This is an optimization exercise on Yosys and OpenROAD, whose aim is small area and few clock cycles per item, not a production implementation.
Only simulation tests tie the RTL to the original design; equivalence was not proved.

## flow/design.v (module list and top-level ports; edited modules follow where they fit)
// module fp_mult_pipe: 1340 lines
// module fp_mult_fa: 10 lines
// module fp_mult_ha: 9 lines
// module fp_mult_bsel: 10 lines
module fp_mult_pipe #(
    parameter int EXP_W = 8,
    parameter int MAN_W = 23
) (
    input  logic                   clk,
    input  logic                   rst_n,
    input  logic                   in_valid,
    output logic                   in_ready,
    input  logic [EXP_W+MAN_W:0]   a,
    input  logic [EXP_W+MAN_W:0]   b,
    output logic                   out_valid,
    input  logic                   out_ready,
    output logic [EXP_W+MAN_W:0]   product,
    output logic [4:0]             flags
);
  // ...
==> flow/flow/run.sh <==
#!/bin/bash
# Standard layout with two changes: the port buffers are buf_2 cells, and right
# after synthesis every combinational cell is set to its smallest drive strength
# (the standard repair steps then size up what timing and slew need).
set -euo pipefail
export BUFFER_PORTS_ARGS="-buffer_cell sky130_fd_sc_hd__buf_2"
bash standard.sh synth > synth.log 2>&1
DS_ODB="$PWD/orfs/results/$FLOW_PLATFORM/fp_mult_pipe/base/1_synth.odb" \
DS_LIB="$FLOW_HOME/platforms/$FLOW_PLATFORM/lib/sky130_fd_sc_hd__tt_025C_1v80.lib" \
DS_MAP="$PWD/flow/downsize_map.txt" \
  openroad -no_init -exit flow/downsize.tcl > downsize.log 2>&1
bash standard.sh > standard.log 2>&1
==> flow/flow/downsize.tcl <==
# Replace every combinational cell by the smallest cell of the same function
# (same name but drive strength); the resizer later sizes up what timing needs.
set odb $::env(DS_ODB)
read_liberty $::env(DS_LIB)
read_db $odb
set map [dict create]
set f [open $::env(DS_MAP)]
while {[gets $f line] >= 0} {
  if {[llength $line] == 2} { dict set map [lindex $line 0] [lindex $line 1] }
}
close $f
set n 0
foreach inst [get_cells *] {
  set ref [get_property $inst ref_name]
  if {[dict exists $map $ref]} {
    replace_cell $inst [dict get $map $ref]
    incr n
  }
}
puts "downsize: replaced $n instances"
write_db $odb
==> flow/flow/downsize_map.txt <==
sky130_fd_sc_hd__a2111o_2 sky130_fd_sc_hd__a2111o_1
sky130_fd_sc_hd__a2111o_4 sky130_fd_sc_hd__a2111o_1
sky130_fd_sc_hd__a2111oi_1 sky130_fd_sc_hd__a2111oi_0
sky130_fd_sc_hd__a2111oi_2 sky130_fd_sc_hd__a2111oi_0
sky130_fd_sc_hd__a2111oi_4 sky130_fd_sc_hd__a2111oi_0
sky130_fd_sc_hd__a211o_2 sky130_fd_sc_hd__a211o_1
sky130_fd_sc_hd__a211o_4 sky130_fd_sc_hd__a211o_1
sky130_fd_sc_hd__a211oi_2 sky130_fd_sc_hd__a211oi_1
sky130_fd_sc_hd__a211oi_4 sky130_fd_sc_hd__a211oi_1
sky130_fd_sc_hd__a21bo_4 sky130_fd_sc_hd__a21bo_1
sky130_fd_sc_hd__a21boi_2 sky130_fd_sc_hd__a21boi_0
sky130_fd_sc_hd__a21boi_4 sky130_fd_sc_hd__a21boi_0
sky130_fd_sc_hd__a21o_2 sky130_fd_sc_hd__a21o_1
sky130_fd_sc_hd__a21o_4 sky130_fd_sc_hd__a21o_1
sky130_fd_sc_hd__a21oi_2 sky130_fd_sc_hd__a21oi_1
sky130_fd_sc_hd__a21oi_4 sky130_fd_sc_hd__a21oi_1
sky130_fd_sc_hd__a221o_2 sky130_fd_sc_hd__a221o_1
sky130_fd_sc_hd__a221o_4 sky130_fd_sc_hd__a221o_1
sky130_fd_sc_hd__a221oi_2 sky130_fd_sc_hd__a221oi_1
sky130_fd_sc_hd__a221oi_4 sky130_fd_sc_hd__a221oi_1
sky130_fd_sc_hd__a22o_2 sky130_fd_sc_hd__a22o_1
sky130_fd_sc_hd__a22o_4 sky130_fd_sc_hd__a22o_1
sky130_fd_sc_hd__a22oi_2 sky130_fd_sc_hd__a22oi_1
sky130_fd_sc_hd__a22oi_4 sky130_fd_sc_hd__a22oi_1
sky130_fd_sc_hd__a2bb2o_2 sky130_fd_sc_hd__a2bb2o_1
sky130_fd_sc_hd__a2bb2o_4 sky130_fd_sc_hd__a2bb2o_1
sky130_fd_sc_hd__a2bb2oi_2 sky130_fd_sc_hd__a2bb2oi_1
sky130_fd_sc_hd__a2bb2oi_4 sky130_fd_sc_hd__a2bb2oi_1
sky130_fd_sc_hd__a311o_2 sky130_fd_sc_hd__a311o_1
sky130_fd_sc_hd__a311o_4 sky130_fd_sc_hd__a311o_1
sky130_fd_sc_hd__a311oi_2 sky130_fd_sc_hd__a311oi_1
sky130_fd_sc_hd__a311oi_4 sky130_fd_sc_hd__a311oi_1
sky130_fd_sc_hd__a31o_4 sky130_fd_sc_hd__a31o_1
sky130_fd_sc_hd__a31oi_2 sky130_fd_sc_hd__a31oi_1
sky130_fd_sc_hd__a31oi_4 sky130_fd_sc_hd__a31oi_1
sky130_fd_sc_hd__a32o_2 sky130_fd_sc_hd__a32o_1
sky130_fd_sc_hd__a32o_4 sky130_fd_sc_hd__a32o_1
sky130_fd_sc_hd__a32oi_2 sky130_fd_sc_hd__a32oi_1
sky130_fd_sc_hd__a32oi_4 sky130_fd_sc_hd__a32oi_1
sky130_fd_sc_hd__a41o_2 sky130_fd_sc_hd__a41o_1
sky130_fd_sc_hd__a41o_4 sky130_fd_sc_hd__a41o_1
sky130_fd_sc_hd__a41oi_2 sky130_fd_sc_hd__a41oi_1
sky130_fd_sc_hd__a41oi_4 sky130_fd_sc_hd__a41oi_1
sky130_fd_sc_hd__and2_2 sky130_fd_sc_hd__and2_0
sky130_fd_sc_hd__and2_4 sky130_fd_sc_hd__and2_0
sky130_fd_sc_hd__and2b_2 sky130_fd_sc_hd__and2b_1
sky130_fd_sc_hd__and2b_4 sky130_fd_sc_hd__and2b_1
sky130_fd_sc_hd__and3_2 sky130_fd_sc_hd__and3_1
sky130_fd_sc_hd__and3_4 sky130_fd_sc_hd__and3_1
sky130_fd_sc_hd__and3b_2 sky130_fd_sc_hd__and3b_1
sky130_fd_sc_hd__and3b_4 sky130_fd_sc_hd__and3b_1
sky130_fd_sc_hd__and4_2 sky130_fd_sc_hd__and4_1
sky130_fd_sc_hd__and4_4 sky130_fd_sc_hd__and4_1
sky130_fd_sc_hd__and4b_2 sky130_fd_sc_hd__and4b_1
sky130_fd_sc_hd__and4b_4 sky130_fd_sc_hd__and4b_1
sky130_fd_sc_hd__and4bb_4 sky130_fd_sc_hd__and4bb_1
sky130_fd_sc_hd__maj3_2 sky130_fd_sc_hd__maj3_1
sky130_fd_sc_hd__maj3_4 sky130_fd_sc_hd__maj3_1
sky130_fd_sc_hd__mux2_4 sky130_fd_sc_hd__mux2_1
sky130_fd_sc_hd__mux2_8 sky130_fd_sc_hd__mux2_1
sky130_fd_sc_hd__mux2i_2 sky130_fd_sc_hd__mux2i_1
sky130_fd_sc_hd__mux2i_4 sky130_fd_sc_hd__mux2i_1
sky130_fd_sc_hd__mux4_1 sky130_fd_sc_hd__mux4_2
sky130_fd_sc_hd__mux4_4 sky130_fd_sc_hd__mux4_2
sky130_fd_sc_hd__nand2_2 sky130_fd_sc_hd__nand2_1
sky130_fd_sc_hd__nand2_4 sky130_fd_sc_hd__nand2_1
sky130_fd_sc_hd__nand2_8 sky130_fd_sc_hd__nand2_1
sky130_fd_sc_hd__nand2b_2 sky130_fd_sc_hd__nand2b_1
sky130_fd_sc_hd__nand2b_4 sky130_fd_sc_hd__nand2b_1
sky130_fd_sc_hd__nand3_2 sky130_fd_sc_hd__nand3_1
sky130_fd_sc_hd__nand3_4 sky130_fd_sc_hd__nand3_1
sky130_fd_sc_hd__nand3b_2 sky130_fd_sc_hd__nand3b_1
sky130_fd_sc_hd__nand3b_4 sky130_fd_sc_hd__nand3b_1
sky130_fd_sc_hd__nand4_2 sky130_fd_sc_hd__nand4_1
sky130_fd_sc_hd__nand4_4 sky130_fd_sc_hd__nand4_1
sky130_fd_sc_hd__nand4b_2 sky130_fd_sc_hd__nand4b_1
sky130_fd_sc_hd__nand4b_4 sky130_fd_sc_hd__nand4b_1
sky130_fd_sc_hd__nand4bb_2 sky130_fd_sc_hd__nand4bb_1
sky130_fd_sc_hd__nand4bb_4 sky130_fd_sc_hd__nand4bb_1
sky130_fd_sc_hd__nor2_2 sky130_fd_sc_hd__nor2_1
sky130_fd_sc_hd__nor2_4 sky130_fd_sc_hd__nor2_1
sky130_fd_sc_hd__nor2_8 sky130_fd_sc_hd__nor2_1
sky130_fd_sc_hd__nor2b_2 sky130_fd_sc_hd__nor2b_1
sky130_fd_sc_hd__nor2b_4 sky130_fd_sc_hd__nor2b_1
sky130_fd_sc_hd__nor3_2 sky130_fd_sc_hd__nor3_1
sky130_fd_sc_hd__nor3_4 sky130_fd_sc_hd__nor3_1
sky130_fd_sc_hd__nor3b_2 sky130_fd_sc_hd__nor3b_1
sky130_fd_sc_hd__nor3b_4 sky130_fd_sc_hd__nor3b_1
sky130_fd_sc_hd__nor4_2 sky130_fd_sc_hd__nor4_1
sky130_fd_sc_hd__nor4_4 sky130_fd_sc_hd__nor4_1
sky130_fd_sc_hd__nor4b_2 sky130_fd_sc_hd__nor4b_1
sky130_fd_sc_hd__nor4b_4 sky130_fd_sc_hd__nor4b_1
sky130_fd_sc_hd__nor4bb_2 sky130_fd_sc_hd__nor4bb_1
sky130_fd_sc_hd__nor4bb_4 sky130_fd_sc_hd__nor4bb_1
sky130_fd_sc_hd__o2111a_2 sky130_fd_sc_hd__o2111a_1
sky130_fd_sc_hd__o2111a_4 sky130_fd_sc_hd__o2111a_1
sky130_fd_sc_hd__o2111ai_2 sky130_fd_sc_hd__o2111ai_1
sky130_fd_sc_hd__o2111ai_4 sky130_fd_sc_hd__o2111ai_1
sky130_fd_sc_hd__o211a_4 sky130_fd_sc_hd__o211a_1
sky130_fd_sc_hd__o211ai_2 sky130_fd_sc_hd__o211ai_1
sky130_fd_sc_hd__o211ai_4 sky130_fd_sc_hd__o211ai_1
sky130_fd_sc_hd__o21a_2 sky130_fd_sc_hd__o21a_1
sky130_fd_sc_hd__o21a_4 sky130_fd_sc_hd__o21a_1
sky130_fd_sc_hd__o21ai_2 sky130_fd_sc_hd__o21ai_0
sky130_fd_sc_hd__o21ai_4 sky130_fd_sc_hd__o21ai_0
sky130_fd_sc_hd__o21ba_4 sky130_fd_sc_hd__o21ba_1
sky130_fd_sc_hd__o21bai_2 sky130_fd_sc_hd__o21bai_1
sky130_fd_sc_hd__o21bai_4 sky130_fd_sc_hd__o21bai_1
sky130_fd_sc_hd__o221a_4 sky130_fd_sc_hd__o221a_1
sky130_fd_sc_hd__o221ai_2 sky130_fd_sc_hd__o221ai_1
sky130_fd_sc_hd__o221ai_4 sky130_fd_sc_hd__o221ai_1
sky130_fd_sc_hd__o22a_2 sky130_fd_sc_hd__o22a_1
sky130_fd_sc_hd__o22a_4 sky130_fd_sc_hd__o22a_1
sky130_fd_sc_hd__o22ai_2 sky130_fd_sc_hd__o22ai_1
sky130_fd_sc_hd__o22ai_4 sky130_fd_sc_hd__o22ai_1
sky130_fd_sc_hd__o2bb2a_2 sky130_fd_sc_hd__o2bb2a_1
sky130_fd_sc_hd__o2bb2a_4 sky130_fd_sc_hd__o2bb2a_1
sky130_fd_sc_hd__o2bb2ai_2 sky130_fd_sc_hd__o2bb2ai_1
sky130_fd_sc_hd__o2bb2ai_4 sky130_fd_sc_hd__o2bb2ai_1
sky130_fd_sc_hd__o311a_2 sky130_fd_sc_hd__o311a_1
sky130_fd_sc_hd__o311a_4 sky130_fd_sc_hd__o311a_1
sky130_fd_sc_hd__o311ai_2 sky130_fd_sc_hd__o311ai_0
sky130_fd_sc_hd__o311ai_4 sky130_fd_sc_hd__o311ai_0
sky130_fd_sc_hd__o31a_2 sky130_fd_sc_hd__o31a_1
sky130_fd_sc_hd__o31a_4 sky130_fd_sc_hd__o31a_1
sky130_fd_sc_hd__o31ai_2 sky130_fd_sc_hd__o31ai_1
sky130_fd_sc_hd__o31ai_4 sky130_fd_sc_hd__o31ai_1
sky130_fd_sc_hd__o32a_2 sky130_fd_sc_hd__o32a_1
sky130_fd_sc_hd__o32a_4 sky130_fd_sc_hd__o32a_1
sky130_fd_sc_hd__o32ai_2 sky130_fd_sc_hd__o32ai_1
sky130_fd_sc_hd__o32ai_4 sky130_fd_sc_hd__o32ai_1
sky130_fd_sc_hd__o41a_2 sky130_fd_sc_hd__o41a_1
sky130_fd_sc_hd__o41a_4 sky130_fd_sc_hd__o41a_1
sky130_fd_sc_hd__o41ai_2 sky130_fd_sc_hd__o41ai_1
sky130_fd_sc_hd__o41ai_4 sky130_fd_sc_hd__o41ai_1
sky130_fd_sc_hd__or2_4 sky130_fd_sc_hd__or2_0
sky130_fd_sc_hd__or2b_2 sky130_fd_sc_hd__or2b_1
sky130_fd_sc_hd__or2b_4 sky130_fd_sc_hd__or2b_1
sky130_fd_sc_hd__or3_2 sky130_fd_sc_hd__or3_1
sky130_fd_sc_hd__or3_4 sky130_fd_sc_hd__or3_1
sky130_fd_sc_hd__or3b_4 sky130_fd_sc_hd__or3b_1
sky130_fd_sc_hd__or4_2 sky130_fd_sc_hd__or4_1
sky130_fd_sc_hd__or4_4 sky130_fd_sc_hd__or4_1
sky130_fd_sc_hd__or4b_4 sky130_fd_sc_hd__or4b_1
sky130_fd_sc_hd__or4bb_2 sky130_fd_sc_hd__or4bb_1
sky130_fd_sc_hd__or4bb_4 sky130_fd_sc_hd__or4bb_1
sky130_fd_sc_hd__sdlclkp_2 sky130_fd_sc_hd__sdlclkp_1
sky130_fd_sc_hd__sdlclkp_4 sky130_fd_sc_hd__sdlclkp_1
sky130_fd_sc_hd__xnor2_2 sky130_fd_sc_hd__xnor2_1
sky130_fd_sc_hd__xnor2_4 sky130_fd_sc_hd__xnor2_1
sky130_fd_sc_hd__xnor3_2 sky130_fd_sc_hd__xnor3_1
sky130_fd_sc_hd__xnor3_4 sky130_fd_sc_hd__xnor3_1
sky130_fd_sc_hd__xor2_2 sky130_fd_sc_hd__xor2_1
sky130_fd_sc_hd__xor2_4 sky130_fd_sc_hd__xor2_1
sky130_fd_sc_hd__xor3_2 sky130_fd_sc_hd__xor3_1
sky130_fd_sc_hd__xor3_4 sky130_fd_sc_hd__xor3_1
==> flow/standard.sh <==
#!/bin/bash
# synth_recipe.tcl (not shown) runs the flow's synth.tcl, then flattens the netlist and writes it again
# the make line also repeats each setting of config.mk as NAME=value (left out here)
make -C /OpenROAD-flow-scripts/flow DESIGN_CONFIG=/design/flow/config.mk WORK_HOME=/design/flow/orfs CLKGATE_MAP_FILE= SYNTH_SCRIPT=/design/flow/synth_recipe.tcl "${@:-finish}"
==> flow/config.mk <==
export PLATFORM = sky130hd
export DESIGN_NAME = fp_mult_pipe
export DESIGN_NICKNAME = fp_mult_pipe
export VERILOG_FILES = /design/flow/design.v
export SDC_FILE = /design/flow/constraint.sdc
export NUM_CORES = 4
export LEC_CHECK = 0
export CAP_MARGIN = 20
export CORE_MARGIN = 2
export CORE_UTILIZATION = 40
export GPL_TIMING_DRIVEN = 0
export SETUP_SLACK_MARGIN = 0.0
export SLEW_MARGIN = 20
export SYNTH_HIERARCHICAL = 1
==> flow/constraint.sdc <==
create_clock -name core_clock -period 7.5 [get_ports {clk}]
set_input_delay 1.5000 -clock core_clock [delete_from_list [all_inputs] [get_ports {clk}]]
set_output_delay 1.5000 -clock core_clock [all_outputs]
set_load 0.01 [all_outputs]
==> notes.md, run 1 <==
Core ar.=0.0406 mm²; cell area reported after detailed placement=0.0181 mm²; max FFs per register=26; proportion of cell area spent on the clock network=0.790%; Non-Clock Inverter Count=66; number of DRC markers after the initial detailed-route iteration=2076; register bank with the most flops=p_r; Layout non-clock buf frac=7.78%; run status=timing/DRC/antenna clean; initial core utilization=40.4%; area growth from synthesis to layout=17.7%; commonest cells after routing, fill and taps aside=sky130_fd_sc_hd__xor2_1 (271), sky130_fd_sc_hd__fa_1 (265), sky130_fd_sc_hd__o22ai_1 (245), sky130_fd_sc_hd__buf_2 (99), sky130_fd_sc_hd__nand2_1 (86); FF-to-FF Start=v_r$_DFFE_PN0N_; cell with the most instances on the worst path=sky130_fd_sc_hd__fa_1; number of multi-input combinational cells=1618; register area=0.00123 mm²; arrival time of data at the critical path endpoint=7.40 ns; Final min period=7.38 ns; antenna cells=0; routed via count=15800; per-cell routed wire length=25.4 µm; most common library cell in the layout ignoring fill and taps=sky130_fd_sc_hd__xor2_1; first element of the critical path=b[15]; capturing point of the worst reg2reg path=e_r[4]$_DFFE_PN_; total of cells resized after clock tree synthesis=100; share of layout cells above drive strength 1=15.1%; Die Ht=207 µm; family with the most delay on the worst path=adder cells; number of slew-limit violations in the final report=0; Worst Path Max Fanout=27; number of cells on the critical path=18; final worst clock skew=0.00972 ns; critical-path cell list=buf_12 -> xnor2_4 -> o22ai_1 -> xor2_1 -> fa_1 -> fa_1 -> fa_1 -> fa_1 -> fa_1 -> ha_1 -> buf_2 -> a21o_1 -> a21o_1 -> a21o_1 -> a221o_1 -> a221oi_4 -> and4b_1 -> a311oi_2; buffers plus inverters on the worst setup path=2; final-layout fill cell count=3775; global-route track usage on met2=45.6%; Max Fclk=135 MHz; Tap Cells=532; all-layer global routing usage=28.3%; wire length on met1=23500 µm
Testbench counts, summed over its fixed seeds: cycles 8,008, items 8,000.
==> run 2: changes to the inputs <==
--- a/flow/flow/run.sh
+++ b/flow/flow/run.sh
@@ -9,4 +9,5 @@
 DS_LIB="$FLOW_HOME/platforms/$FLOW_PLATFORM/lib/sky130_fd_sc_hd__tt_025C_1v80.lib" \
 DS_MAP="$PWD/flow/downsize_map.txt" \
   openroad -no_init -exit flow/downsize.tcl > downsize.log 2>&1
+export SKIP_GATE_CLONING=1
 bash standard.sh > standard.log 2>&1
--- a/flow/config.mk
+++ b/flow/config.mk
@@ -9,6 +9,6 @@
 export CORE_MARGIN = 2
 export CORE_UTILIZATION = 40
 export GPL_TIMING_DRIVEN = 0
-export SETUP_SLACK_MARGIN = 0.0
+export SETUP_SLACK_MARGIN = 0.05
 export SLEW_MARGIN = 20
 export SYNTH_HIERARCHICAL = 1
==> notes.md, run 2 <==
initial core utilization=40.4% (unchanged); worst-case clock buffer depth=2; final hold violation count=0; Setup crit end kind=flop; Worst Path Max Fanout=23 (-15%); clock buffers created by TritonCTS=5; mean cell area of the mapped netlist=9.33 µm²; Die Ht=207 µm (unchanged); routed via count=15600 (-1.3%); Max Fclk=137 MHz (+0.96%); Core ar.=0.0406 mm² (unchanged); grt ovf=0; Max-cap violations=0; Post-CTS Hold Fix Bufs=0; portion of the clock cycle consumed by the worst path in the final layout=97.5%; largest net degree at the start of global routing=32; placement row count=74; most common library cell in the layout ignoring fill and taps=sky130_fd_sc_hd__xor2_1; Hold Worst Slack=0.701 ns; final-layout fill cell count=3825 (+1.3%); met2 layer wire length in the routed design=27200 µm; Warnings, synthesis=7; CTS H-Tree Depth=2; synthesized instance count=1759; worst endpoint required time=7.51 ns; post-route standard cell area excluding fillers=0.0192 mm²; total wirelength of the detailed-routed design=60500 µm; share of layout cells above drive strength 1=14.7% (-0.42 points); wire length on met1=23700 µm (+0.68%); unrepaired setup endpoints after global routing=no; commonest cells after routing, fill and taps aside=sky130_fd_sc_hd__xor2_1 (271), sky130_fd_sc_hd__fa_1 (264), sky130_fd_sc_hd__o22ai_1 (245), sky130_fd_sc_hd__buf_2 (99), sky130_fd_sc_hd__nand2_1 (86); max FFs per register=26 (unchanged); initial antenna violation count=0; wire length of the first global-routing pass=90000 µm; CTS clock-pin slew for the worst setup and hold paths=0.05 ns; final setup violation count=0; cell area reported after detailed placement=0.0180 mm² (-0.41%); type of the worst min-delay path=reg2reg; Buffers on Ports=106; number of slew-limit violations in the final report=0 (unchanged); net count after synthesis=2173; CTS Root Cell=sky130_fd_sc_hd__clkbuf_16; post-detailed-route via-to-cell ratio=6.36; all-layer global routing usage=27.5% (-0.83 points); worst-case setup slack after placement=-2.16 ns; number of DRC violations after detailed routing=0; length of routed met3 wiring=6420 µm; Worst-Margin Slew=0.947 ns; per-cell routed wire length=24.7 µm (-3.0%); arrival time of data at the critical path endpoint=7.32 ns (-0.08 ns); Max-Slew Margin vs Limit=36.8%; Final #Nets=2335; final worst clock skew=0.00237 ns (-0.00735 ns); register bank with the most flops=p_r; uppermost layer routed=met4; crit start category=primary input; Placer Congestion=0.909; number of placed I/O pins=107; Final min period=7.31 ns (-0.0706 ns); TritonCTS Sinks=41; post-layout utilization of the core=47.1%; first-pass iteration count of the detailed router=5; final worst slack=0.186 ns; number of DRC markers after the initial detailed-route iteration=1645 (-21%); area growth from synthesis to layout=16.7%; die outline area=0.0427 mm²; die width=207 µm; clock latency at the later pin of the worst-skew pair=0.29 ns; registers with the highest flip-flop counts=p_r (26), e_r (9); Worst Setup Path Type=in2reg; run status=timing/DRC/antenna clean; hpwl dp=42200 µm; Cell Area, Synth=0.0164 mm²; via count of the first global-routing pass=15800; clock tree from TritonCTS=done; Antenna Violating Nets Remaining=0
-- run 2: final cells by class --
type | instances | area (µm²) | area share (%)
buffer | 41 | 258 | 1.35
tap | 532 | 666 | 3.47
multi-input combinational | 1606 | 15200 | 79.4
clock inverter | 3 | 17.5 | 0.0914
inverter | 62 | 297 | 1.55
clock buffer | 5 | 125 | 0.653
sequential | 41 | 1230 | 6.40
timing repair buffer | 164 | 1350 | 7.03
antenna | 1 | 2.50 | 0.0131
-- run 2: final timing paths --
kind,from,to,slack [ns],cells after the start
hold reg to reg,v_r$_DFFE_PN0N_,v_r$_DFFE_PN0N_,0.70,2
setup reg to reg,v_r$_DFFE_PN0N_,e_r[6]$_DFFE_PN_,6.31,2
min in group asynchronous,rst_n,v_r$_DFFE_PN0N_,0.98,1
max in group asynchronous,rst_n,v_r$_DFFE_PN0N_,6.44,1
setup / recovery,b[11],p_r[42]$_DFFE_PN_,0.19,18
hold / removal,v_r$_DFFE_PN0N_,v_r$_DFFE_PN0N_,0.70,2
-- run 2: routing by layer --
metal / global-route usage [%] / vias up
li1: - / 6774
met4: 13.1 / 0
met5: 0 / -
met1: 35.3 / 7706
met2: 44.2 / 932
met3: 5.82 / 197
-- run 2: critical path: stages --
cell and delay (ns):
sky130_fd_sc_hd__buf_16 0.15, sky130_fd_sc_hd__xnor2_4 0.74, sky130_fd_sc_hd__o22ai_1 0.18, sky130_fd_sc_hd__xor2_1 0.19, sky130_fd_sc_hd__fa_1 0.58, sky130_fd_sc_hd__fa_1 0.47
sky130_fd_sc_hd__fa_1 0.44, sky130_fd_sc_hd__fa_1 0.58, sky130_fd_sc_hd__fa_1 0.43, sky130_fd_sc_hd__ha_1 0.28, sky130_fd_sc_hd__buf_2 0.17, sky130_fd_sc_hd__a21o_1 0.20
sky130_fd_sc_hd__a21o_1 0.17, sky130_fd_sc_hd__a21o_1 0.19, sky130_fd_sc_hd__a221o_1 0.41, sky130_fd_sc_hd__a221oi_4 0.31, sky130_fd_sc_hd__and4b_1 0.25, sky130_fd_sc_hd__a311oi_2 0.05
-- run 2: repair_timing --
item	in CTS	in global routing
setup endpoints to repair	60	47
gates resized for setup	71	76
pin swaps	7	14
setup buffers	40	13
-- run 2: metrics by stage --
| stage | instances | setup TNS [ns] |
|---|---|---|
| after global routing | 2454 | 0 |
| after detailed placement | 2402 | -44.28 |
| final | 2455 | 0 |
| after CTS | 2442 | 0 |
| after global placement | 2397 | -65.94 |
| after floorplan | 1759 | 0 |
==> run 3: changes to the inputs <==
--- a/flow/config.mk
+++ b/flow/config.mk
@@ -8,7 +8,7 @@
 export CAP_MARGIN = 20
 export CORE_MARGIN = 2
 export CORE_UTILIZATION = 40
-export GPL_TIMING_DRIVEN = 0
+export GPL_TIMING_DRIVEN = 1
 export SETUP_SLACK_MARGIN = 0.05
 export SLEW_MARGIN = 20
 export SYNTH_HIERARCHICAL = 1
==> notes.md, run 3 <==
register bank with the most flops=p_r; portion of the clock cycle consumed by the worst path in the final layout=96.1% (-1.4 points); final hold violation count=0 (unchanged); initial antenna violation count=1 (+1); largest net degree at the start of global routing=43 (+34%); number of DRC markers after the initial detailed-route iteration=1529 (-7.1%); clock latency at the later pin of the worst-skew pair=0.29 ns (about the same); routed via count=15300 (-1.9%); Core ar.=0.0406 mm² (unchanged); registers with the highest flip-flop counts=p_r (26), e_r (9); arrival time of data at the critical path endpoint=7.23 ns (-0.09 ns); Final min period=7.21 ns (-0.106 ns); final worst slack=0.292 ns (+0.106 ns); Worst-Margin Slew=0.852 ns (-0.0949 ns); most common library cell in the layout ignoring fill and taps=sky130_fd_sc_hd__xor2_1; type of the worst min-delay path=reg2reg; Cell Area, Synth=0.0164 mm² (unchanged); Placer Congestion=0.961 (+5.7%); post-detailed-route via-to-cell ratio=6.16 (-3.2%); hpwl dp=46200 µm (+9.4%); commonest cells after routing, fill and taps aside=sky130_fd_sc_hd__xor2_1 (271), sky130_fd_sc_hd__fa_1 (265), sky130_fd_sc_hd__o22ai_1 (245), sky130_fd_sc_hd__buf_4 (112), sky130_fd_sc_hd__buf_2 (106); mean cell area of the mapped netlist=9.33 µm² (unchanged); post-route standard cell area excluding fillers=0.0189 mm² (-1.3%); Worst Reg-to-Reg Cells=2 (unchanged); CP max stage cell=sky130_fd_sc_hd__xnor2_1; Warnings, synthesis=7 (unchanged); final setup violation count=0 (unchanged); Worst Setup Path Type=in2reg; Buffers on Ports=106 (unchanged); synthesized instance count=1759 (unchanged); TritonCTS Sinks=41 (unchanged); all-layer global routing usage=27.1% (-0.40 points); cell area reported after detailed placement=0.0187 mm² (+3.9%); first-pass iteration count of the detailed router=6 (+1); CTS Root Cell=sky130_fd_sc_hd__clkbuf_16; total wirelength of the detailed-routed design=58500 µm (-3.4%); Max-cap violations=0 (unchanged); die outline area=0.0427 mm² (unchanged); number of DRC violations after detailed routing=0 (unchanged); critical-path cell list=buf_2 -> buf_4 -> inv_1 -> xnor2_1 -> fa_1 -> fa_1 -> fa_1 -> fa_1 -> ha_1 -> a21oi_1 -> o22ai_1 -> nor4_1 -> nand4_1 -> nor4_1 -> nand4_1 -> or4_1; crit start category=primary input; worst endpoint required time=7.52 ns (about the same); number of slew-limit violations in the final report=0 (unchanged); Max-Slew Margin vs Limit=42.7% (+5.9 points); net count after synthesis=2173 (unchanged); Antenna Violating Nets Remaining=0 (unchanged); Worst Path Max Fanout=30 (+30%); clock buffers created by TritonCTS=5 (unchanged); cell with the most instances on the worst path=sky130_fd_sc_hd__fa_1; Setup crit end kind=flop; share of layout cells above drive strength 1=14.5% (-0.24 points); CP max stage delay=0.56 ns (-0.18 ns); clock tree from TritonCTS=done; CTS clock-pin slew for the worst setup and hold paths=0.06 ns (about the same); wire length of the first global-routing pass=88500 µm (-1.7%); CTS H-Tree Depth=2 (unchanged); number of instances on the worst hold path=3 (+1); Die Ht=207 µm (unchanged); max FFs per register=26 (unchanged); buffers plus inverters on the worst setup path=3 (+1); placement row count=74 (unchanged); worst-case setup slack after placement=-0.175 ns (+1.98 ns); worst-case clock buffer depth=2 (unchanged); number of cells on the critical path=16 (-2); per-cell routed wire length=23.5 µm (-4.6%); run status=timing/DRC/antenna clean; initial core utilization=40.4% (unchanged); Max Fclk=139 MHz (+1.5%); unrepaired setup endpoints after global routing=yes; area growth from synthesis to layout=15.2%; Final #Nets=2367 (+1.4%); grt ovf=0 (unchanged); family with the most delay on the worst path=adder cells; final worst clock skew=0.00498 ns (+0.00262 ns); die width=207 µm (unchanged); number of placed I/O pins=107 (unchanged); via count of the first global-routing pass=14900 (-5.6%)
## run 3: metrics by stage
step           hold slack (ns)  TNS (ns)  utilization [%]  std cells
6_report                 0.854         0             46.5       2487
5_1_grt                  0.939         0             46.5       2487
4_1_cts                  0.887         0             46.4       2481
3_5_place_dp             0.876    -0.493             46.0       2473
3_3_place_gp             0.844     -4.75             46.0       2473
2_1_floorplan             1.20         0                -       1759
## run 3: path summary, 6_finish.rpt
kind | slack, ns | to | from
max | 0.29 | st_r$_DFFE_PN_ | b[17]
max reg2reg | 6.21 | e_r[4]$_DFFE_PN_ | v_r$_DFFE_PN0N_
max in group asynchronous | 6.44 | v_r$_DFFE_PN0N_ | rst_n
min | 0.85 | v_r$_DFFE_PN0N_ | v_r$_DFFE_PN0N_
min reg2reg | 0.85 | v_r$_DFFE_PN0N_ | v_r$_DFFE_PN0N_
min in group asynchronous | 0.98 | v_r$_DFFE_PN0N_ | rst_n
## run 3: what timing repair did
item,4_1_cts,5_1_grt
gates resized for setup,0,2
setup buffers,0,5
setup endpoints to repair,0,31
hold buffers,0,0
hold endpoints to repair,0,0
## run 3: layout make-up
cell class	count	area [µm²]
Fill cell	3936	21700
Multi-Input combinational cell	1606	14900
Timing Repair Buffer	237	1740
Sequential cell	41	1230
Tap cell	532	666
Inverter	62	233
Clock buffer	6	139
Clock inverter	2	13.8
Antenna cell	1	2.50
## run 3: per-layer routing
metal	up-vias	track usage, %	routed length, µm
li1	6831	-	-
met5	-	0	0
met3	128	4.96	5520
met1	7527	39.0	25600
met4	0	10.0	2290
met2	823	40.6	25000
## run 3: worst reg2reg max path, delay by kind of cell, from the launching register on
family	cells	cell delay [ns]
buffers and inverters	1	0.44
flip-flops	1	0.38
AND/OR/NAND/NOR	1	0.06
==> run 4: changes to the inputs <==
--- a/flow/config.mk
+++ b/flow/config.mk
@@ -9,6 +9,6 @@
 export CORE_MARGIN = 2
 export CORE_UTILIZATION = 40
 export GPL_TIMING_DRIVEN = 1
-export SETUP_SLACK_MARGIN = 0.05
+export SETUP_SLACK_MARGIN = 0.0
 export SLEW_MARGIN = 20
 export SYNTH_HIERARCHICAL = 1
==> notes.md, run 4 <==
type of the worst min-delay path=reg2reg; CTS Root Cell=sky130_fd_sc_hd__clkbuf_16; CTS clock-pin slew for the worst setup and hold paths=0.05 ns (about the same); Worst Reg-to-Reg Cells=2 (unchanged); final worst clock skew=0.00817 ns (+0.00319 ns); share of layout cells above drive strength 1=14.5% (-0.015 points); CTS H-Tree Depth=2 (unchanged); initial antenna violation count=1 (unchanged); number of slew-limit violations in the final report=0 (unchanged); registers with the highest flip-flop counts=p_r (26), e_r (9); arrival time of data at the critical path endpoint=7.33 ns (+0.10 ns); Final #Nets=2369 (+0.084%); Cell Area, Synth=0.0164 mm² (unchanged); Die Ht=207 µm (unchanged); busiest layer in global routing=met2; post-route standard cell area excluding fillers=0.0188 mm² (-0.56%); cell area reported after detailed placement=0.0186 mm² (-0.46%); number of instances on the worst hold path=3 (unchanged); grt ovf=0 (unchanged); final setup violation count=0 (unchanged); GR Util met1=37.1% (-1.9 points); Post-CTS Hold Fix Bufs=0 (unchanged); final-layout fill cell count=3947 (+0.28%); run status=timing/DRC/antenna clean; CP max stage cell=sky130_fd_sc_hd__fa_1; Worst Hold Launch=v_r$_DFFE_PN0N_; clock latency at the later pin of the worst-skew pair=0.29 ns (about the same); most common library cell in the layout ignoring fill and taps=sky130_fd_sc_hd__xor2_1; total wirelength of the detailed-routed design=59600 µm (+1.9%); initial core utilization=40.4% (unchanged); final hold violation count=0 (unchanged); all-layer global routing usage=27.5% (+0.41 points); FF-to-FF Start=v_r$_DFFE_PN0N_; Setup crit end kind=flop; capturing point of the worst reg2reg path=m1_r$_DFFE_PN_; number of placed I/O pins=107 (unchanged); largest net degree at the start of global routing=44 (+2.3%); hpwl dp=46700 µm (+1.0%); global-route track usage on met2=42.6% (+2.0 points); Fin Setup TNS=0 ns (unchanged); Placer Congestion=0.979 (+1.9%); register bank with the most flops=p_r; synthesized instance count=1759 (unchanged); area growth from synthesis to layout=14.5%; wire length of the first global-routing pass=89400 µm (+1.0%); commonest cells after routing, fill and taps aside=sky130_fd_sc_hd__xor2_1 (271), sky130_fd_sc_hd__fa_1 (265), sky130_fd_sc_hd__o22ai_1 (245), sky130_fd_sc_hd__buf_4 (121), sky130_fd_sc_hd__buf_2 (105); Antenna Violating Nets Remaining=0 (unchanged); first-pass iteration count of the detailed router=5 (-1); Final min period=7.30 ns (+0.0972 ns); number of DRC markers after the initial detailed-route iteration=1567 (+2.5%); TritonCTS Sinks=41 (unchanged); crit start category=primary input; register area=0.00123 mm² (unchanged); first element of the critical path=b[9]; clock tree from TritonCTS=done; die outline area=0.0427 mm² (unchanged); max FFs per register=26 (unchanged); net count after synthesis=2173 (unchanged); worst endpoint required time=7.53 ns (about the same); multi-input gate area in the final layout=0.0149 mm² (about the same); per-cell routed wire length=23.9 µm (+1.8%); Buffers on Ports=106 (unchanged); post-detailed-route via-to-cell ratio=6.18 (+0.39%); mean cell area of the mapped netlist=9.33 µm² (unchanged); Warnings, synthesis=7 (unchanged); Max Fclk=137 MHz (-1.3%); CP max stage delay=0.59 ns (+0.03 ns); grt met3 use=7.05% (+2.1 points); Max-Slew Margin vs Limit=47.0% (+4.3 points); unrepaired setup endpoints after global routing=no; endpoint of the worst setup timing path=p_r[36]$_DFFE_PN_; via count of the first global-routing pass=15100 (+1.5%); Max-cap violations=0 (unchanged); number of DRC violations after detailed routing=0 (unchanged); die width=207 µm (unchanged); clock buffers created by TritonCTS=5 (unchanged); placement row count=74 (unchanged); count of placed standard cells in the final layout, fillers left out=2490 (+0.12%); Core ar.=0.0406 mm² (unchanged); number of placed instances, taps included=2478 (+0.20%); worst-case clock buffer depth=2 (unchanged); Worst Path Max Fanout=12 (-60%); Worst Setup Path Type=in2reg; Worst R2R Setup Slack=6.22 ns (about the same); critical-path cell list=buf_2 -> nand2b_1 -> nor2_1 -> a21oi_4 -> buf_6 -> o22ai_1 -> xor2_1 -> fa_1 -> fa_1 -> fa_1 -> fa_1 -> fa_1 -> ha_1 -> buf_4 -> a21o_1 -> a21o_1 -> a21oi_1 -> o211a_1 -> o31a_1 -> o21ai_0 -> a21oi_1 -> xnor2_1; portion of the clock cycle consumed by the worst path in the final layout=97.4% (+1.3 points); Worst-Margin Slew=0.788 ns (-0.0644 ns); routed via count=15400 (+0.51%); cell with the most instances on the worst path=sky130_fd_sc_hd__fa_1
run 4: changes by cell type in the layout (fill, tap and decap cells not counted), sizes merged:
cell,change
clkinv,+1
diode,+1
buf,+1
run 4: layout make-up:
type | instances | share of cell area [%]
Inverter | 62 | 1.24
Multi-Input combinational cell | 1606 | 79.1
Clock buffer | 5 | 0.665
Tap cell | 532 | 3.54
Clock inverter | 3 | 0.0665
Sequential cell | 41 | 6.52
Antenna cell | 2 | 0.0266
Timing Repair Buffer | 239 | 8.80
run 4: timing repair:
action                                  CTS  global route
setup buffers                             0             2
resized for setup                         0             6
endpoints found under the setup margin    0            11
run 4: per-stage QoR:
stage | utilization [%] | setup WS [ns] | hold slack, ns
finish | 46.3 | 0.195 | 0.854
global route | 46.3 | 0.00322 | 0.920
CTS | 46.1 | 0.0207 | 0.881
detailed placement | 45.8 | -0.279 | 0.867
global placement | 45.8 | -0.417 | 0.859
floorplan | - | 0.0158 | 1.20
run 4: how the worst min path moves through the flow:
stage	slack, ns	endpoint
floorplan	1.20	v_r$_DFFE_PN0N_
global placement	0.86	v_r$_DFFE_PN0N_
detailed placement	0.87	v_r$_DFFE_PN0N_
CTS	0.88	v_r$_DFFE_PN0N_
global route	0.92	v_r$_DFFE_PN0N_
finish	0.85	v_r$_DFFE_PN0N_
run 4: layer usage:
metal / part of all wire (%) / up-vias / wire [µm]
met5: 0 / - / 0
met4: 4.1 / 0 / 2430
met3: 10 / 145 / 6040
met2: 44 / 836 / 26300
met1: 42 / 7580 / 24800
li1: - / 6826 / -
run 4: worst max-delay path, delay by kind of cell:
family / cells / cell delay [ns]
compound gates: 9 / 2.02
xor+xnor: 2 / 0.30
fa+ha+maj: 6 / 2.79
buf+inv: 3 / 0.57
simple gates: 2 / 0.17
==> run 5: changes to the inputs <==
==> flow/config.mk (replaced) <==
export PLATFORM = sky130hd
export DESIGN_NAME = fp_mult_pipe
export DESIGN_NICKNAME = fp_mult_pipe
export VERILOG_FILES = /design/flow/design.v
export SDC_FILE = /design/flow/constraint.sdc
export NUM_CORES = 4
export LEC_CHECK = 0
export CAP_MARGIN = 0
export CORE_MARGIN = 2
export CORE_UTILIZATION = 40
export GPL_TIMING_DRIVEN = 0
export SETUP_SLACK_MARGIN = 0.05
export SLEW_MARGIN = 0
export SYNTH_HIERARCHICAL = 1
==> notes.md, run 5 <==
wire length of the first global-routing pass=90500 µm (+1.3%); largest net degree at the start of global routing=40 (-9.1%); initial core utilization=40.4% (unchanged); final setup violation count=0 (unchanged); number of placed instances, taps included=2402 (-3.1%); die outline area=0.0427 mm² (unchanged); Placer Congestion=0.909 (-7.1%); number of DRC violations after detailed routing=0 (unchanged); commonest cells after routing, fill and taps aside=sky130_fd_sc_hd__xor2_1 (271), sky130_fd_sc_hd__fa_1 (263), sky130_fd_sc_hd__o22ai_1 (245), sky130_fd_sc_hd__buf_2 (100), sky130_fd_sc_hd__nand2_1 (86); Worst Reg-to-Reg Cells=2 (unchanged); arrival time of data at the critical path endpoint=7.30 ns (-0.03 ns); share of layout cells above drive strength 1=15.0% (+0.57 points); CTS H-Tree Depth=2 (unchanged); initial antenna violation count=0 (-1); crit start category=primary input; final worst clock skew=0.00380 ns (-0.00437 ns); registers with the highest flip-flop counts=p_r (26), e_r (9); worst-case clock buffer depth=2 (unchanged); placement row count=74 (unchanged); worst-case setup slack after placement=-2.42 ns (-2.14 ns); number of instances on the worst hold path=2 (-1); number of slew-limit violations in the final report=0 (unchanged); Setup crit end kind=flop; die width=207 µm (unchanged); CTS Root Cell=sky130_fd_sc_hd__clkbuf_16; mean cell area of the mapped netlist=9.33 µm² (unchanged); routed via count=15700 (+1.8%); all-layer global routing usage=27.6% (+0.12 points); via count of the first global-routing pass=15700 (+4.0%); Hold Worst Slack=0.581 ns (-0.273 ns); clock latency at the later pin of the worst-skew pair=0.28 ns (about the same); Worst Setup Path Type=in2reg; post-route standard cell area excluding fillers=0.0192 mm² (+2.4%); final worst slack=0.206 ns (+0.0109 ns); number of placed I/O pins=107 (unchanged); Cell Area, Synth=0.0164 mm² (unchanged); clock buffers created by TritonCTS=5 (unchanged); clock tree from TritonCTS=done; Final min period=7.29 ns (-0.0109 ns); Die Ht=207 µm (unchanged); max FFs per register=26 (unchanged); Max-cap violations=0 (unchanged); worst endpoint required time=7.50 ns (-0.03 ns); synthesized instance count=1759 (unchanged); count of placed standard cells in the final layout, fillers left out=2460 (-1.2%); antenna cells=0 (-2); first-pass iteration count of the detailed router=8 (+3); total wirelength of the detailed-routed design=61300 µm (+3.0%); cell area reported after detailed placement=0.0178 mm² (-4.3%); Max-Slew Margin vs Limit=36.0% (-11 points); Max Fclk=137 MHz (+0.15%); hpwl dp=42200 µm (-9.5%); Worst Path Max Fanout=26 (+14); Fin Setup TNS=0 ns (unchanged); portion of the clock cycle consumed by the worst path in the final layout=97.3% (-0.14 points); Warnings, synthesis=7 (unchanged); number of DRC markers after the initial detailed-route iteration=1655 (+5.6%); CTS clock-pin slew for the worst setup and hold paths=0.05 ns (about the same); Post-CTS Hold Fix Bufs=0 (unchanged); register bank with the most flops=p_r; unrepaired setup endpoints after global routing=yes; type of the worst min-delay path=reg2reg; post-layout utilization of the core=47.4% (+1.1 points); Buffers on Ports=106 (unchanged); area growth from synthesis to layout=17.2%; per-cell routed wire length=24.9 µm (+4.2%); Antenna Violating Nets Remaining=0 (unchanged); final hold violation count=0 (unchanged); Core ar.=0.0406 mm² (unchanged); Worst-Margin Slew=0.959 ns (+0.171 ns); TritonCTS Sinks=41 (unchanged); post-detailed-route via-to-cell ratio=6.37 (+3.1%); grt ovf=0 (unchanged); most common library cell in the layout ignoring fill and taps=sky130_fd_sc_hd__xor2_1; run status=timing/DRC/antenna clean; Final #Nets=2341 (-1.2%); net count after synthesis=2173 (unchanged)
## run 5: routing by layer
metal / routed length [µm] / GRT usage, %
met1: 23400 / 35.4
met2: 27500 / 44.5
met3: 6950 / 6.23
met4: 3510 / 12.7
met5: 0 / 0
## run 5: layout make-up
cell class	count	area (µm²)
Timing Repair Buffer	170	1420
Tap cell	532	666
Buffer	41	255
Inverter	62	297
Sequential cell	41	1230
Fill cell	3801	21400
Clock inverter	1	30.0
Multi-Input combinational cell	1606	15200
Clock buffer	7	143
## run 5: what timing repair did
action,4_1_cts,5_1_grt
setup endpoints to repair,58,50
gates resized for setup,90,80
endpoints found under the hold margin,0,0
setup buffers,37,22
pin swaps,6,11
## run 5: final timing paths
check                      slack, ns           endpoint            start
hold / removal                  0.58    v_r$_DFFE_PN0N_  v_r$_DFFE_PN0N_
setup reg to reg                6.42     m1_r$_DFFE_PN_  v_r$_DFFE_PN0N_
hold reg to reg                 0.58    v_r$_DFFE_PN0N_  v_r$_DFFE_PN0N_
min in group asynchronous       0.98    v_r$_DFFE_PN0N_            rst_n
max in group asynchronous       6.43    v_r$_DFFE_PN0N_            rst_n
setup / recovery                0.21  p_r[42]$_DFFE_PN_             b[1]
## run 5: critical path, stage by stage
cell and delay [ns]:
sky130_fd_sc_hd__buf_6 0.20, sky130_fd_sc_hd__buf_6 0.23, sky130_fd_sc_hd__xnor2_4 0.52, sky130_fd_sc_hd__o22ai_1 0.17, sky130_fd_sc_hd__xor2_1 0.21, sky130_fd_sc_hd__fa_1 0.59
sky130_fd_sc_hd__fa_1 0.45, sky130_fd_sc_hd__fa_1 0.43, sky130_fd_sc_hd__fa_1 0.47, sky130_fd_sc_hd__fa_1 0.44, sky130_fd_sc_hd__ha_1 0.29, sky130_fd_sc_hd__buf_2 0.17
sky130_fd_sc_hd__a21o_1 0.20, sky130_fd_sc_hd__a21o_1 0.17, sky130_fd_sc_hd__a21o_1 0.20, sky130_fd_sc_hd__a221o_1 0.40, sky130_fd_sc_hd__a221oi_4 0.32, sky130_fd_sc_hd__and4b_1 0.25
sky130_fd_sc_hd__a311oi_2 0.05
==> run 6: changes to the inputs <==
--- a/flow/flow/run.sh
+++ b/flow/flow/run.sh
@@ -9,5 +9,4 @@
 DS_LIB="$FLOW_HOME/platforms/$FLOW_PLATFORM/lib/sky130_fd_sc_hd__tt_025C_1v80.lib" \
 DS_MAP="$PWD/flow/downsize_map.txt" \
   openroad -no_init -exit flow/downsize.tcl > downsize.log 2>&1
-export SKIP_GATE_CLONING=1
 bash standard.sh > standard.log 2>&1
--- a/flow/config.mk
+++ b/flow/config.mk
@@ -5,10 +5,10 @@
 export SDC_FILE = /design/flow/constraint.sdc
 export NUM_CORES = 4
 export LEC_CHECK = 0
-export CAP_MARGIN = 0
+export CAP_MARGIN = 20
 export CORE_MARGIN = 2
 export CORE_UTILIZATION = 40
 export GPL_TIMING_DRIVEN = 0
 export SETUP_SLACK_MARGIN = 0.05
-export SLEW_MARGIN = 0
+export SLEW_MARGIN = 20
 export SYNTH_HIERARCHICAL = 1
==> notes.md, run 6 <==
run status=timing/DRC/antenna clean; largest net degree at the start of global routing=32 (-20%); first-pass iteration count of the detailed router=5 (-3); Antenna Violating Nets Remaining=0 (unchanged); final worst clock skew=0.00279 ns (-0.00101 ns); via count of the first global-routing pass=15800 (+0.88%); count of placed standard cells in the final layout, fillers left out=2466 (+0.24%); cell area reported after detailed placement=0.0180 mm² (+0.97%); type of the worst min-delay path=reg2reg; TritonCTS Sinks=41 (unchanged); share of layout cells above drive strength 1=15.9% (+0.89 points); number of placed instances, taps included=2402 (unchanged); register bank with the most flops=p_r; clock latency at the later pin of the worst-skew pair=0.29 ns (about the same); area growth from synthesis to layout=18.6%; Final #Nets=2346 (+0.21%); hpwl dp=42200 µm (about the same); Max-cap violations=0 (unchanged); synthesized instance count=1759 (unchanged); buffers plus inverters on the worst setup path=2 (-1); grt ovf=0 (unchanged); Worst-Margin Slew=0.985 ns (+0.0263 ns); first element of the critical path=b[15]; CP max stage delay=0.74 ns (+0.15 ns); clock buffers created by TritonCTS=5 (unchanged); Worst Setup Path Type=in2reg; commonest cells after routing, fill and taps aside=sky130_fd_sc_hd__xor2_1 (271), sky130_fd_sc_hd__fa_1 (264), sky130_fd_sc_hd__o22ai_1 (243), sky130_fd_sc_hd__buf_2 (98), sky130_fd_sc_hd__nand2_1 (85); Worst Reg-to-Reg Cells=2 (unchanged); die outline area=0.0427 mm² (unchanged); number of cells on the critical path=18 (-1); family with the most delay on the worst path=adder cells; endpoint of the worst setup timing path=p_r[42]$_DFFE_PN_; CTS clock-pin slew for the worst setup and hold paths=0.05 ns (about the same); Max Fclk=137 MHz (-0.12%); cell with the most instances on the worst path=sky130_fd_sc_hd__fa_1; Worst R2R Setup Slack=6.31 ns (-0.11 ns); Placer Congestion=0.909 (unchanged); CTS H-Tree Depth=2 (unchanged); number of slew-limit violations in the final report=0 (unchanged); initial antenna violation count=0 (unchanged); wire length on met1=24000 µm (+2.8%); post-detailed-route via-to-cell ratio=6.52 (+2.4%); uppermost layer routed=met4; final hold violation count=0 (unchanged); die width=207 µm (unchanged); Die Ht=207 µm (unchanged); per-cell routed wire length=25.9 µm (+3.7%); FF-to-FF Start=v_r$_DFFE_PN0N_; total wirelength of the detailed-routed design=63800 µm (+4.0%); Fin Setup TNS=0 ns (unchanged); capturing point of the worst reg2reg path=e_r[6]$_DFFE_PN_; net count after synthesis=2173 (unchanged); CTS Root Cell=sky130_fd_sc_hd__clkbuf_16; mean cell area of the mapped netlist=9.33 µm² (unchanged); CP max stage cell=sky130_fd_sc_hd__xnor2_4; arrival time of data at the critical path endpoint=7.31 ns (about the same); number of DRC violations after detailed routing=0 (unchanged); initial core utilization=40.4% (unchanged); met2 layer wire length in the routed design=28200 µm (+2.5%); max FFs per register=26 (unchanged); Warnings, synthesis=7 (unchanged); number of placed I/O pins=107 (unchanged); number of DRC markers after the initial detailed-route iteration=2004 (+21%); worst-case clock buffer depth=2 (unchanged); Core ar.=0.0406 mm² (unchanged); registers with the highest flip-flop counts=p_r (26), e_r (9); post-route standard cell area excluding fillers=0.0195 mm² (+1.2%); unrepaired setup endpoints after global routing=yes; clock tree from TritonCTS=done; portion of the clock cycle consumed by the worst path in the final layout=97.4% (+0.12 points); placement row count=74 (unchanged); worst endpoint required time=7.51 ns (about the same); Cell Area, Synth=0.0164 mm² (unchanged); Buffers on Ports=106 (unchanged); critical-path cell list=buf_16 -> xnor2_4 -> o22ai_1 -> xor2_1 -> fa_1 -> fa_1 -> fa_1 -> fa_1 -> fa_1 -> ha_1 -> buf_2 -> a21o_1 -> a21o_1 -> a21o_1 -> a221o_1 -> a221oi_4 -> and4b_1 -> a311oi_2; final setup violation count=0 (unchanged); Setup crit end kind=flop; all-layer global routing usage=28.1% (+0.53 points); Worst Path Max Fanout=27 (+3.8%); length of routed met3 wiring=7580 µm (+9.1%); Final min period=7.30 ns (+0.00892 ns); wire length of the first global-routing pass=92100 µm (+1.7%); crit start category=primary input; routed via count=16100 (+2.7%); most common library cell in the layout ignoring fill and taps=sky130_fd_sc_hd__xor2_1; Max-Slew Margin vs Limit=34.3% (-1.8 points)
run 6: cell count changes in the layout (fill, tap and decap cells not counted), sizes merged, moves of 2 or more:
cell	before	now
clkbuf	28	32
clkinvlp	17	27
clkinv	0	2
a21oi	76	86
buf	189	166
xnor2	73	80
inv	45	42
run 6: worst reg2reg max path, delay by kind of cell, from the launching register on:
family | cells | cell delay, ns
and+or+nand+nor | 1 | 0.24
buffers and inverters | 1 | 0.24
DFF | 1 | 0.38
run 6: worst min-delay path by stage:
stage,from,end,slack [ns],depth (start not counted)
3_5_place_dp,v_r$_DFFE_PN0N_,v_r$_DFFE_PN0N_,0.71,2
3_3_place_gp,rst_n,v_r$_DFFE_PN0N_,1.28,1
2_1_floorplan,rst_n,v_r$_DFFE_PN0N_,1.20,0
4_1_cts,v_r$_DFFE_PN0N_,v_r$_DFFE_PN0N_,0.72,2
6_report,v_r$_DFFE_PN0N_,v_r$_DFFE_PN0N_,0.70,2
5_1_grt,v_r$_DFFE_PN0N_,v_r$_DFFE_PN0N_,0.76,2
run 6: cell type report:
class	count	area, µm²
antenna	1	2.50
buffer	42	308
clock buffer	5	125
clock inverter	3	17.5
fill	3796	21200
inverter	62	308
multi-input combinational	1623	15600
sequential	41	1230
tap	532	666
timing repair buffer	151	1230
timing repair inverter	6	30.0
run 6: what timing repair did:
action / 4_1_cts / 5_1_grt
cloned: 13 / 13
buffers inserted: 20 / 17
setup endpoints to repair: 60 / 47
pin swaps: 9 / 23
gates resized for setup: 99 / 87
hold buffers: 0 / 0
run 6: per-layer routing:
layer	vias up	global-route usage [%]
met5	-	0
met4	0	15.2
met3	266	6.73
met2	1133	44.4
met1	7844	35.8
li1	6845	-
run 6: per-stage QoR:
| stage | hold slack [ns] | utilization (%) | setup slack [ns] |
|---|---|---|---|
| 2_1_floorplan | 1.20 | - | 0.0763 |
| 3_3_place_gp | 1.28 | 43.6 | -2.44 |
| 3_5_place_dp | 0.714 | 44.2 | -2.16 |
| 4_1_cts | 0.723 | 46.2 | 0.0559 |
| 5_1_grt | 0.763 | 47.9 | 0.0296 |
| 6_report | 0.702 | 47.9 | 0.197 |
==> run 7: changes to the inputs <==
--- a/flow/flow/run.sh
+++ b/flow/flow/run.sh
@@ -9,4 +9,6 @@
 DS_LIB="$FLOW_HOME/platforms/$FLOW_PLATFORM/lib/sky130_fd_sc_hd__tt_025C_1v80.lib" \
 DS_MAP="$PWD/flow/downsize_map.txt" \
   openroad -no_init -exit flow/downsize.tcl > downsize.log 2>&1
+export SKIP_GATE_CLONING=1
+export POST_GLOBAL_PLACE_TCL="$PWD/flow/post_gpl.tcl"
 bash standard.sh > standard.log 2>&1
==> flow/flow/post_gpl.tcl (new file) <==
# After timing-driven global placement: take out the buffers it inserted
# (the port buffers stay); the resize and CTS repair steps add back what
# slew, capacitance and timing need.
set bufs [get_cells -quiet place*]
puts "post_gpl: removing [llength $bufs] placement buffers"
if { [llength $bufs] > 0 } {
  remove_buffers $bufs
}
--- a/flow/config.mk
+++ b/flow/config.mk
@@ -8,7 +8,7 @@
 export CAP_MARGIN = 20
 export CORE_MARGIN = 2
 export CORE_UTILIZATION = 40
-export GPL_TIMING_DRIVEN = 0
+export GPL_TIMING_DRIVEN = 1
 export SETUP_SLACK_MARGIN = 0.05
 export SLEW_MARGIN = 20
 export SYNTH_HIERARCHICAL = 1
==> notes.md, run 7 <==
CTS clock-pin slew for the worst setup and hold paths=0.05 ns (about the same); first element of the critical path=b[3]; type of the worst min-delay path=in2async; Max Fclk=137 MHz (+0.15%); worst-case clock buffer depth=2 (unchanged); initial core utilization=40.4% (unchanged); Die Ht=207 µm (unchanged); Worst Setup Path Type=in2reg; Final #Nets=2163 (-7.8%); portion of the clock cycle consumed by the worst path in the final layout=97.2% (-0.15 points); Cell Area, Synth=0.0164 mm² (unchanged); final hold violation count=0 (unchanged); share of layout cells above drive strength 1=6.17% (-9.8 points); register bank with the most flops=p_r; synthesized instance count=1759 (unchanged); crit start category=primary input; Post-CTS Hold Fix Bufs=0 (unchanged); die outline area=0.0427 mm² (unchanged); endpoint of the worst setup timing path=p_r[45]$_DFFE_PN_; all-layer global routing usage=26.4% (-1.8 points); mean cell area of the mapped netlist=9.33 µm² (unchanged); wire length of the first global-routing pass=86300 µm (-6.3%); clock latency at the later pin of the worst-skew pair=0.29 ns (about the same); Worst Path Max Fanout=35 (+30%); first-pass iteration count of the detailed router=6 (+1); Max-Slew Margin vs Limit=34.5% (+0.23 points); number of slew-limit violations in the final report=0 (unchanged); Max-cap violations=0 (unchanged); Worst R2R Setup Slack=6.20 ns (-0.11 ns); net count after synthesis=2173 (unchanged); per-cell routed wire length=26.5 µm (+2.5%); number of placed I/O pins=107 (unchanged); registers with the highest flip-flop counts=p_r (26), e_r (9); post-detailed-route via-to-cell ratio=6.47 (-0.79%); final-layout fill cell count=3891 (+2.5%); capturing point of the worst reg2reg path=e_r[7]$_DFFE_PN_; run status=timing/DRC/antenna clean; number of DRC violations after detailed routing=0 (unchanged); Warnings, synthesis=7 (unchanged); routed via count=14800 (-8.2%); post-layout utilization of the core=44.0% (-3.9 points); max FFs per register=26 (unchanged); worst endpoint required time=7.53 ns (+0.02 ns); via count of the first global-routing pass=13900 (-12%); Setup crit end kind=flop; number of DRC markers after the initial detailed-route iteration=2000 (-0.20%); grt ovf=0 (unchanged); antenna cells=0 (-1); Buffers on Ports=106 (unchanged); total wirelength of the detailed-routed design=60500 µm (-5.2%); area growth from synthesis to layout=8.98%; clock tree from TritonCTS=done; largest net degree at the start of global routing=43 (+34%); FF-to-FF Start=v_r$_DFFE_PN0N_; most common library cell in the layout ignoring fill and taps=sky130_fd_sc_hd__xor2_1; die width=207 µm (unchanged); TritonCTS Sinks=41 (unchanged); Core ar.=0.0406 mm² (unchanged); CTS Root Cell=sky130_fd_sc_hd__clkbuf_16; CTS H-Tree Depth=2 (unchanged); final setup violation count=0 (unchanged); cell area reported after detailed placement=0.0172 mm² (-4.5%); number of placed instances, taps included=2243 (-6.6%); Antenna Violating Nets Remaining=0 (unchanged); Hold Worst Slack=0.908 ns (+0.207 ns); Fin Setup TNS=0 ns (unchanged); Final min period=7.29 ns (-0.0111 ns); clock buffers created by TritonCTS=5 (unchanged); initial antenna violation count=0 (unchanged); commonest cells after routing, fill and taps aside=sky130_fd_sc_hd__xor2_1 (271), sky130_fd_sc_hd__fa_1 (265), sky130_fd_sc_hd__o22ai_1 (245), sky130_fd_sc_hd__nor2_1 (89), sky130_fd_sc_hd__nand2_1 (86); Worst-Margin Slew=0.981 ns (-0.00351 ns); post-route standard cell area excluding fillers=0.0179 mm² (-8.1%); count of placed standard cells in the final layout, fillers left out=2282 (-7.5%); placement row count=74 (unchanged); unrepaired setup endpoints after global routing=no; Worst Reg-to-Reg Cells=1 (-1); hpwl dp=43100 µm (+2.1%); final worst clock skew=0.00453 ns (+0.00174 ns); arrival time of data at the critical path endpoint=7.32 ns (about the same)
## run 7: area by class of cell
class	instances	area [µm²]	share of cell area [%]
clock buffers	7	143	0.797
flip-flops and latches	41	1230	6.85
multi-input cells	1606	15100	84.6
well taps	532	666	3.72
inverters	62	315	1.76
repair buffers	33	382	2.13
clock inverters	1	30.0	0.168
## run 7: timing repair
item | 4_1_cts | 5_1_grt
setup endpoints to repair | 53 | 42
setup buffers | 0 | 31
pin swaps | 0 | 14
endpoints found under the hold margin | 0 | 0
resized for setup | 16 | 24
## run 7: critical path, cell delays in order
cell,delay [ns]
sky130_fd_sc_hd__nand2b_1,0.09
sky130_fd_sc_hd__nor2_1,0.07
sky130_fd_sc_hd__a21oi_4,0.41
sky130_fd_sc_hd__o22ai_1,0.16
sky130_fd_sc_hd__xor2_1,0.43
sky130_fd_sc_hd__fa_1,0.53
sky130_fd_sc_hd__fa_1,0.49
sky130_fd_sc_hd__fa_1,0.44
sky130_fd_sc_hd__fa_1,0.49
sky130_fd_sc_hd__fa_1,0.44
sky130_fd_sc_hd__ha_1,0.48
sky130_fd_sc_hd__inv_1,0.14
sky130_fd_sc_hd__nor3_1,0.24
sky130_fd_sc_hd__nand3_1,0.11
sky130_fd_sc_hd__a211oi_1,0.32
sky130_fd_sc_hd__nor2_1,0.20
sky130_fd_sc_hd__o21ai_1,0.39
sky130_fd_sc_hd__a31oi_1,0.18
sky130_fd_sc_hd__xnor2_1,0.15
## run 7: worst min path at each step
stage	from	cells after the start	to
2_1_floorplan	rst_n	0	v_r$_DFFE_PN0N_
3_3_place_gp	v_r$_DFFE_PN0N_	3	v_r$_DFFE_PN0N_
3_5_place_dp	rst_n	0	v_r$_DFFE_PN0N_
4_1_cts	rst_n	0	v_r$_DFFE_PN0N_
5_1_grt	rst_n	0	v_r$_DFFE_PN0N_
6_report	rst_n	0	v_r$_DFFE_PN0N_
## run 7: through the flow
stage,setup WS [ns]
after floorplan,0.0763
after global placement,-0.451
final,0.208
after detailed placement,-1.34
after CTS,0.0795
after global routing,0.0322
## run 7: layer usage
| metal | GRT usage, % | wire [µm] | up-vias |
|---|---|---|---|
| li1 | - | - | 6433 |
| met1 | 38.4 | 25200 | 7248 |
| met2 | 40.4 | 26000 | 938 |
| met3 | 4.21 | 6350 | 151 |
| met4 | 7.81 | 2870 | 0 |
| met5 | 0 | 0 | - |

## separate check: timing with driven ports
Ports are ideal in the flow. The routed layouts listed here were re-timed in OpenROAD.
Step 1 assumes that a clkbuf_16 drives the clock port and a buf_2 every other input.
Step 2 moves the port delays by t, midway between the first and last clock arrival at a register: inputs arrive t later, outputs are due t later. That takes back most of the time a late clock gives input paths.
Three values: no drivers, after step 1, after step 2; two values: the first two.
| run | t, ns | slack for setup (ns) | pins driven straight from the clock port |
|---|---|---|---|
| run 1 | 0.330 | 0.115 / 0.096 / -0.233 | 1 |
| run 2 | 0.325 | 0.186 / 0.164 / -0.161 | 1 |
| run 3 | 0.322 | 0.292 / 0.307 / -0.014 | 1 |
| run 4 | 0.328 | 0.195 / 0.215 / -0.113 | 1 |
| run 5 | 0.320 | 0.206 / 0.200 / -0.120 | 1 |
| run 6 | 0.322 | 0.197 / 0.083 / -0.239 | 1 |
| run 7 | 0.324 | 0.208 / -0.712 / -1.036 | 1 |
Met with ideal ports but missed after step 2: setup timing in every run listed. For run 7, which loses most, drivers alone change the setup slack by -0.920 ns; drivers and shift together by -1.244 ns.
